Background: an optimization exercise with open tools, aiming at small area, a short achievable clock period and few clock cycles. Do not read the settings as production practice. Where RTL was checked, it was by simulation tests only, not by an equivalence proof against the original.

==> module perceptron_trainer_fixed, before the edit <==
module perceptron_trainer_fixed
#(
    parameter int             tam        = 16,
    parameter logic [tam-1:0] LR         = 16'h0400,
    parameter int             MAX_EPOCHS = 32
) (
    input  logic                 clk,
    input  logic                 rst,
    input  logic                 start,
    input  logic [3:0][tam-1:0]  in1,
    input  logic [3:0][tam-1:0]  in2,
    input  logic [3:0][tam-1:0]  d,
    input  logic [tam-1:0]       w0_init,
    input  logic [tam-1:0]       w1_init,
    input  logic [tam-1:0]       w2_init,
    output logic [tam-1:0]       w0,
    output logic [tam-1:0]       w1,
    output logic [tam-1:0]       w2,
    output logic                 busy,
    output logic                 done,
    output logic                 converged,
    output logic [7:0]           epoch_cnt
);
    logic           busy_q, done_q, conv_q;
    logic [tam-1:0] w0_q, w1_q, w2_q;
    logic [tam-1:0] x1_q, x2_q;
    logic [7:0]     x1o_q, x1t_q, x2o_q, x2t_q;    
    logic           t_q;
    logic [1:0]     idx_q, streak_q;
    logic [5:0]     epoch_q;
    logic           accept, pos, err, fin, clean4, last;
    logic [1:0]     nidx;
    logic [tam-1:0] nx1, nx2;
    logic [tam-1:0] dx1, dx2, u0, u1, u2;
    assign accept = start && !busy_q;
    function automatic logic [7:0] b_one(input logic [tam-1:0] x);
        for (int k = 0; k < 8; k++)
            b_one[k] = x[2*k] ^ ((k == 0) ? 1'b0 : x[2*k-1]);
    endfunction
    function automatic logic [7:0] b_two(input logic [tam-1:0] x);
        logic h, m, l;
        for (int k = 0; k < 8; k++) begin
            h = x[2*k+1];
            m = x[2*k];
            l = (k == 0) ? 1'b0 : x[2*k-1];
            b_two[k] = (h & ~m & ~l) | (~h & m & l);
        end
    endfunction
    fixed_mul_q u_mac (
        .w0(w0_q),
        .w1(w1_q), .x1(x1_q), .x1one(x1o_q), .x1two(x1t_q),
        .w2(w2_q), .x2(x2_q), .x2one(x2o_q), .x2two(x2t_q),
        .pos(pos)
    );
    assign err = pos != t_q;
    assign dx1 = {{2{x1_q[tam-1]}}, x1_q[tam-1:2]};
    assign dx2 = {{2{x2_q[tam-1]}}, x2_q[tam-1:2]};
    assign u0  = {w0_q[tam-1:10] + (t_q ? 6'h01 : 6'h3F), w0_q[9:0]};
    assign u1  = w1_q + (dx1 ^ {tam{~t_q}}) + {{(tam-1){1'b0}}, ~t_q};
    assign u2  = w2_q + (dx2 ^ {tam{~t_q}}) + {{(tam-1){1'b0}}, ~t_q};
    assign last   = (idx_q == 2'd3);
    assign clean4 = (streak_q == 2'd3) && !err;
    assign fin    = clean4 || (last && epoch_q == 6'(MAX_EPOCHS));
    assign nidx   = busy_q ? idx_q + 2'd1 : 2'd0;
    assign nx1    = in1[nidx];
    assign nx2    = in2[nidx];
    always_ff @(posedge clk) begin
        if (rst) begin
            busy_q <= 1'b0;
            done_q <= 1'b0;
        end else if (accept) begin
            busy_q <= 1'b1;
            done_q <= 1'b0;
        end else if (busy_q && fin) begin
            busy_q <= 1'b0;
            done_q <= 1'b1;
        end
    end
    always_ff @(posedge clk) begin
        x1_q  <= nx1;
        x2_q  <= nx2;
        x1o_q <= b_one(nx1);
        x1t_q <= b_two(nx1);
        x2o_q <= b_one(nx2);
        x2t_q <= b_two(nx2);
        t_q  <= (d[nidx] != '0);
        if (accept) begin
            w0_q     <= w0_init;
            w1_q     <= w1_init;
            w2_q     <= w2_init;
            idx_q    <= 2'd0;
            streak_q <= 2'd0;
            epoch_q  <= 6'd1;
        end else if (busy_q) begin
            if (err) begin
                w0_q <= u0;
                w1_q <= u1;
                w2_q <= u2;
            end
            idx_q    <= idx_q + 2'd1;
            streak_q <= err ? 2'd0 : streak_q + 2'd1;
            if (last && !fin) epoch_q <= epoch_q + 6'd1;
            conv_q <= clean4;
        end
    end
    assign w0        = w0_q;
    assign w1        = w1_q;
    assign w2        = w2_q;
    assign busy      = busy_q;
    assign done      = done_q;
    assign converged = conv_q;
    assign epoch_cnt = {2'b00, epoch_q};
endmodule
clock: 13.0 ns
lec_check: 0
cap_margin: 20
core_margin: 2
core_utilization: 40
slew_margin: 20
synth_hierarchical: 1
synth_minimum_keep_size: 0
standard.sh (not shown) runs the stock make flow with config.mk's settings and CLKGATE_MAP_FILE= SYNTH_SCRIPT=/design/flow/synth_recipe.tcl, a recipe that flattens the netlist after the stock synthesis.
==> flow/flow/run.sh <==
#!/bin/bash
set -euo pipefail
export SETUP_SLACK_MARGIN="$(cat flow/setup_margin)"
# Port buffers: the smallest plain buffer rather than buffer_ports' default pick.
export BUFFER_PORTS_ARGS="-buffer_cell sky130_fd_sc_hd__buf_1"
bash standard.sh finish > flow_make.log 2>&1
==> flow/flow/setup_margin <==
6
Rerun with:
--- a/flow/design.v
+++ b/flow/design.v
@@ -1473,13 +1473,13 @@
         .pos(pos)
     );
     assign err = pos != t_q;
     assign dx1 = {{2{x1_q[tam-1]}}, x1_q[tam-1:2]};
     assign dx2 = {{2{x2_q[tam-1]}}, x2_q[tam-1:2]};
-    assign u0  = {w0_q[tam-1:10] + (t_q ? 6'h01 : 6'h3F), w0_q[9:0]};
-    assign u1  = w1_q + (dx1 ^ {tam{~t_q}}) + {{(tam-1){1'b0}}, ~t_q};
-    assign u2  = w2_q + (dx2 ^ {tam{~t_q}}) + {{(tam-1){1'b0}}, ~t_q};
+    assign u0  = t_q ? w0_q + LR  : w0_q - LR;
+    assign u1  = t_q ? w1_q + dx1 : w1_q - dx1;
+    assign u2  = t_q ? w2_q + dx2 : w2_q - dx2;
     assign last   = (idx_q == 2'd3);
     assign clean4 = (streak_q == 2'd3) && !err;
     assign fin    = clean4 || (last && epoch_q == 6'(MAX_EPOCHS));
     assign nidx   = busy_q ? idx_q + 2'd1 : 2'd0;
     assign nx1    = in1[nidx];
What happened: The changed run completed with no timing, DRC or antenna violations; maximum frequency came out lower by 0.57%; worst setup slack loses 39 ps; global-route usage stays flat; utilization went down by 0.18 points; area after synthesis rose by 1.5%; die area came out higher by 1.5%; synthesized cell count rose by 3.1%.
Testbench counts after the change, summed over its fixed seeds: cycles 6,410.
For the first run of this note, only the layout was checked, not whether the RTL still works.

## static timing again, ports no longer ideal
The flow's constraints put no driver on any port. The routed layouts listed below were extracted and timed again, unchanged, in two steps. Step 1 sets driving cells, clkbuf_16 on the clock port and buf_2 on the other inputs (assumed; they add their load-dependent delay and slew). Step 2 times the ports against the registers' clock, not the clock port: input delays grow and output delays shrink by t, the midpoint of the rising clock arrivals with the driver on. Slacks: ideal ports / drivers / drivers and shift; pairs: ideal ports / drivers.
| run | shift t [ns] | setup WS [ns] | worst register clock-pin slew, ns | worst data-port slew with drivers (ns) | cell pins on the clock port's net |
|---|---|---|---|---|---|
| the first run | 0.513 | 6.283 / 6.283 / 6.283 | 0.07 / 0.07 | 0.11 | 1 |
| the second run | 0.530 | 6.244 / 6.244 / 6.244 | 0.07 / 0.07 | 0.07 | 1 |
After both steps setup and hold are still met in every run listed.
